From an optimization exercise on the open Yosys and OpenROAD flow, aimed at small area and a short achievable clock period; shortcuts taken in it are not production practice. Only simulation tests tie the RTL to the original design; equivalence was not proved.

the reference run:
==> module mips_datapath, before the edit <==
module mips_datapath (
  input  logic        clk,
  input  logic        rst_n,
  output logic [31:0] pc_f,
  input  logic [31:0] instr_f,
  output logic        memwrite_m,
  output logic [31:0] aluout_m,
  output logic [31:0] writedata_m,
  input  logic [31:0] readdata_m
);
  logic        regwrite_f, memwrite_f, memtoreg_f, alusrc_f, jal_f;
  logic        branch_f, jump_f, jr_f, sub_f;
  logic [4:0]  alusel_f;
  logic [4:0]  writereg_f;
  logic [31:0] rd1_f, rd2_f, srcb_f, simm_f;
  logic [31:2] pcbranch_f, target_f;
  logic [16:0] brlo_f;
  logic [13:0] brhi_f, brinc_f, brdec_f;
  logic        regwrite_d, memwrite_d, memtoreg_d;
  logic        branch_d, jump_d, jr_d, sub_d;
  logic [4:0]  alusel_d;
  logic [4:0]  writereg_d;
  logic [31:0] rd1_d, rd2_d, srcb_d, aluout_d;
  logic [31:2] target_d;
  logic [31:0] pcplus4_f, pcother_d, pcnext_f;
  logic        taken_d;
  logic        regwrite_e, memwrite_e, memtoreg_e;
  logic [4:0]  writereg_e;
  logic [31:0] aluout_e, writedata_e;
  logic        regwrite_m, memtoreg_m;
  logic [4:0]  writereg_m;
  logic [31:0] result_m;
  mips_ctrl u_ctrl (
    .instr    (instr_f),
    .regwrite (regwrite_f),
    .writereg (writereg_f),
    .memwrite (memwrite_f),
    .memtoreg (memtoreg_f),
    .alusrc   (alusrc_f),
    .jal      (jal_f),
    .branch   (branch_f),
    .jump     (jump_f),
    .jr       (jr_f),
    .alusel   (alusel_f),
    .sub      (sub_f)
  );
  mips_regfile u_rf (
    .clk (clk),
    .we  (regwrite_m),
    .wa  (writereg_m),
    .wd  (result_m),
    .ra1 (instr_f[25:21]),
    .ra2 (instr_f[20:16]),
    .rd1 (rd1_f),
    .rd2 (rd2_f)
  );
  assign simm_f = {{16{instr_f[15]}}, instr_f[15:0]};
  mips_add #(.W(17)) u_bradd (
    .a   ({1'b0, pcplus4_f[17:2]}),
    .b   ({1'b0, instr_f[15:0]}),
    .cin (1'b0),
    .s   (brlo_f)
  );
  assign brhi_f = pcplus4_f[31:18];
  for (genvar i = 0; i < 14; i++) begin : g_brhi
    if (i == 0) begin : g_lsb
      assign brinc_f[i] = !brhi_f[i];
      assign brdec_f[i] = !brhi_f[i];
    end else begin : g_bit
      assign brinc_f[i] = brhi_f[i] ^ (&brhi_f[i-1:0]);
      assign brdec_f[i] = brhi_f[i] ^ !(|brhi_f[i-1:0]);
    end
  end
  assign pcbranch_f[17:2]  = brlo_f[15:0];
  assign pcbranch_f[31:18] = (brlo_f[16] == instr_f[15]) ? brhi_f :
                             brlo_f[16] ? brinc_f : brdec_f;
  assign target_f = jump_f ? {pcplus4_f[31:28], instr_f[25:0]} : pcbranch_f;
  assign srcb_f = alusrc_f ? simm_f : rd2_f;
  assign pcplus4_f[1:0] = pc_f[1:0];
  for (genvar i = 2; i < 32; i++) begin : g_inc
    assign pcplus4_f[i] = pc_f[i] ^ (&pc_f[i-1:2] | (i == 2));
  end
  assign pcother_d  = jr_d ? rd1_d : pcplus4_f;
  assign taken_d    = jump_d || (branch_d && (rd1_d == rd2_d));
  assign pcnext_f   = taken_d ? {target_d, jump_d ? 2'b00 : pc_f[1:0]} : pcother_d;
  mips_alu u_alu (
    .a       (rd1_d),
    .b       (srcb_d),
    .link    (pcplus4_f),
    .sub     (sub_d),
    .op_add  (alusel_d[0]),
    .op_and  (alusel_d[1]),
    .op_or   (alusel_d[2]),
    .op_slt  (alusel_d[3]),
    .op_link (alusel_d[4]),
    .y       (aluout_d)
  );
  assign result_m = memtoreg_m ? readdata_m : aluout_m;
  always_ff @(posedge clk or negedge rst_n) begin
    if (!rst_n) begin
      pc_f       <= 32'h0000_0000;
      regwrite_d <= 1'b0;
      memwrite_d <= 1'b0;
      branch_d   <= 1'b0;
      jump_d     <= 1'b0;
      jr_d       <= 1'b0;
      regwrite_e <= 1'b0;
      memwrite_e <= 1'b0;
      regwrite_m <= 1'b0;
      memwrite_m <= 1'b0;
    end else begin
      pc_f       <= pcnext_f;
      regwrite_d <= regwrite_f;
      memwrite_d <= memwrite_f;
      branch_d   <= branch_f;
      jump_d     <= jump_f;
      jr_d       <= jr_f;
      regwrite_e <= regwrite_d;
      memwrite_e <= memwrite_d;
      regwrite_m <= regwrite_e;
      memwrite_m <= memwrite_e;
    end
  end
  always_ff @(posedge clk) begin
    memtoreg_d  <= memtoreg_f;
    alusel_d    <= alusel_f;
    sub_d       <= sub_f;
    writereg_d  <= writereg_f;
    rd1_d       <= rd1_f;
    rd2_d       <= rd2_f;
    srcb_d      <= srcb_f;
    target_d    <= target_f;
    aluout_e    <= aluout_d;
    writedata_e <= rd2_d;
    memtoreg_e  <= memtoreg_d;
    writereg_e  <= writereg_d;
    aluout_m    <= aluout_e;
    writedata_m <= writedata_e;
    memtoreg_m  <= memtoreg_e;
    writereg_m  <= writereg_e;
  end
endmodule
==> flow/config.mk <==
export PLATFORM = sky130hd
export DESIGN_NAME = mips_pipe
export DESIGN_NICKNAME = mips_pipe
export VERILOG_FILES = /design/flow/design.v
export SDC_FILE = /design/flow/constraint.sdc
export NUM_CORES = 4
export LEC_CHECK = 0
export CAP_MARGIN = 20
export CORE_MARGIN = 2
export CORE_UTILIZATION = 40
export SETUP_SLACK_MARGIN = 3.7
export SLEW_MARGIN = 20
export TNS_END_PERCENT = 0
==> flow/constraint.sdc <==
create_clock -name core_clock -period 6.5 [get_ports {clk}]
set_input_delay 1.3000 -clock core_clock [delete_from_list [all_inputs] [get_ports {clk}]]
set_output_delay 1.3000 -clock core_clock [all_outputs]
set_load 0.01 [all_outputs]
standard.sh (not shown) runs the stock make flow with config.mk's settings and CLKGATE_MAP_FILE= SYNTH_SCRIPT=/design/flow/synth_recipe.tcl, a recipe that flattens the netlist after the stock synthesis.
==> flow/flow/run.sh <==
#!/bin/bash
# Standard layout (standard synthesis included) with these changes:
#  - port buffers are buf_2 cells instead of the delay-cell default,
#  - timing repair may resize a cell to any cell of the same function
#    (not only one with the same footprint),
#  - clock tree synthesis adds no dummy loads and clusters up to 25 sinks
#    (within 80 um) per clkbuf_16 leaf buffer.
# The make output goes to flow.log here; each ORFS step keeps its own log
# under orfs/logs.
set -euo pipefail
bash standard.sh \
  "BUFFER_PORTS_ARGS=-buffer_cell sky130_fd_sc_hd__buf_2" \
  MATCH_CELL_FOOTPRINT=0 \
  "CTS_ARGS=-sink_clustering_enable -repair_clock_nets -dont_use_dummy_load -buf_list sky130_fd_sc_hd__clkbuf_16 -sink_clustering_size 25 -sink_clustering_max_diameter 80" \
  finish > flow.log 2>&1
The reference run: full flow OK, the timing, design-rule and antenna checks passed
Changes in the trial run relative to the reference run:
-- flow/design.v --
<<< the reference run, line 181
  logic [4:0]  writereg_f;
  logic [31:0] rd1_f, rd2_f, srcb_f, simm_f;
  logic [31:2] pcbranch_f, target_f;
  logic [16:0] brlo_f;
  logic [13:0] brhi_f, brinc_f, brdec_f;
>>> the trial run, line 181
  logic [4:0]  writereg_f;
  logic [31:0] rd1_f, rd2_f, srcb_f, simm_f;
  logic [31:2] pcbranch_f;
  logic [31:0] target_f;
  logic [16:0] brlo_f;
  logic [13:0] brhi_f, brinc_f, brdec_f;
<<< the reference run, line 188
  logic [4:0]  alusel_d;
  logic [4:0]  writereg_d;
  logic [31:0] rd1_d, rd2_d, srcb_d, aluout_d;
  logic [31:2] target_d;
  logic [31:0] pcplus4_f, pcother_d, pcnext_f;
  logic        taken_d;
>>> the trial run, line 189
  logic [4:0]  alusel_d;
  logic [4:0]  writereg_d;
  logic [31:0] rd1_d, srcb_d, target_d, aluout_d;
  logic [31:0] pcplus4_f, pcother_d, pcnext_f;
  logic        taken_d;
<<< the reference run, line 224
  assign simm_f = {{16{instr_f[15]}}, instr_f[15:0]};
  mips_add #(.W(17)) u_bradd (
    .a   ({1'b0, pcplus4_f[17:2]}),
    .b   ({1'b0, instr_f[15:0]}),
    .cin (1'b0),
    .s   (brlo_f)
  );
  assign brhi_f = pcplus4_f[31:18];
  for (genvar i = 0; i < 14; i++) begin : g_brhi
    if (i == 0) begin : g_lsb
>>> the trial run, line 224
  assign simm_f = {{16{instr_f[15]}}, instr_f[15:0]};
  mips_add #(.W(17)) u_bradd (
    .a   ({1'b0, pc_f[17:2]}),
    .b   ({1'b0, instr_f[15:0]}),
    .cin (1'b1),
    .s   (brlo_f)
  );
  assign brhi_f = pc_f[31:18];
  for (genvar i = 0; i < 14; i++) begin : g_brhi
    if (i == 0) begin : g_lsb
<<< the reference run, line 242
  assign pcbranch_f[31:18] = (brlo_f[16] == instr_f[15]) ? brhi_f :
                             brlo_f[16] ? brinc_f : brdec_f;
  assign target_f = jump_f ? {pcplus4_f[31:28], instr_f[25:0]} : pcbranch_f;
  assign srcb_f = alusrc_f ? simm_f : rd2_f;
  assign pcplus4_f[1:0] = pc_f[1:0];
>>> the trial run, line 242
  assign pcbranch_f[31:18] = (brlo_f[16] == instr_f[15]) ? brhi_f :
                             brlo_f[16] ? brinc_f : brdec_f;
  assign target_f = memwrite_f ? rd2_f :
                    jump_f     ? {pcplus4_f[31:28], instr_f[25:0], 2'b00} :
                                 {pcbranch_f, pc_f[1:0]};
  assign srcb_f = alusrc_f ? simm_f : rd2_f;
  assign pcplus4_f[1:0] = pc_f[1:0];
<<< the reference run, line 249
  end
  assign pcother_d  = jr_d ? rd1_d : pcplus4_f;
  assign taken_d    = jump_d || (branch_d && (rd1_d == rd2_d));
  assign pcnext_f   = taken_d ? {target_d, jump_d ? 2'b00 : pc_f[1:0]} : pcother_d;
  mips_alu u_alu (
    .a       (rd1_d),
>>> the trial run, line 251
  end
  assign pcother_d  = jr_d ? rd1_d : pcplus4_f;
  assign taken_d    = jump_d || (branch_d && (rd1_d == srcb_d));
  assign pcnext_f   = taken_d ? target_d : pcother_d;
  mips_alu u_alu (
    .a       (rd1_d),
<<< the reference run, line 295
    writereg_d  <= writereg_f;
    rd1_d       <= rd1_f;
    rd2_d       <= rd2_f;
    srcb_d      <= srcb_f;
    target_d    <= target_f;
    aluout_e    <= aluout_d;
    writedata_e <= rd2_d;
    memtoreg_e  <= memtoreg_d;
    writereg_e  <= writereg_d;
>>> the trial run, line 297
    writereg_d  <= writereg_f;
    rd1_d       <= rd1_f;
    srcb_d      <= srcb_f;
    target_d    <= target_f;
    aluout_e    <= aluout_d;
    writedata_e <= target_d;
    memtoreg_e  <= memtoreg_d;
    writereg_e  <= writereg_d;
### Flow results
- Result: PASS for each of the trial run and the reference run
- The trial run ends up with lower transition time at the pin with the least slew margin than the reference run does.
- Setup slack of the most critical reg-to-reg path in the trial run is 0.03 ns below the reference run.
- Clock-buffer cell count, the trial run vs the reference run: down by a little under 10%
- Post-layout net count went up by a few percent going from the reference run to the trial run.
- Max-cap check violation count: the trial run vs the reference run identical

-- re-timing with driven ports --
The flow's constraints put no driver on any port. The routed layouts listed below were extracted and timed again, unchanged, in two steps.
Step 1 sets driving cells, clkbuf_16 on the clock port and buf_2 on the other inputs (assumed; they add their load-dependent delay and slew).
Step 2 adds t to the input delays and takes it off the output delays; t is the mean of the earliest and latest rising clock arrival at the registers after step 1. Input paths then give back, and output paths get back, about the clock's delay inside the block.
Three values: ideal, step 1, step 2; two values: the first two.
run	t (ns)	slack for setup (ns)	worst setup path after step 2	clock arrival spread, ns	worst slew at a driven data input, ns
the reference run	0.748	2.919 / 2.950 / 2.201	input to register	0.081 / 0.081	0.07
the trial run	0.797	2.969 / 2.878 / 2.080	input to register	0.099 / 0.099	0.21
After both steps setup and hold are still met in every run listed. The setup slack of the trial run, which loses most, moves by -0.091 ns with the drivers and by -0.889 ns with both steps.
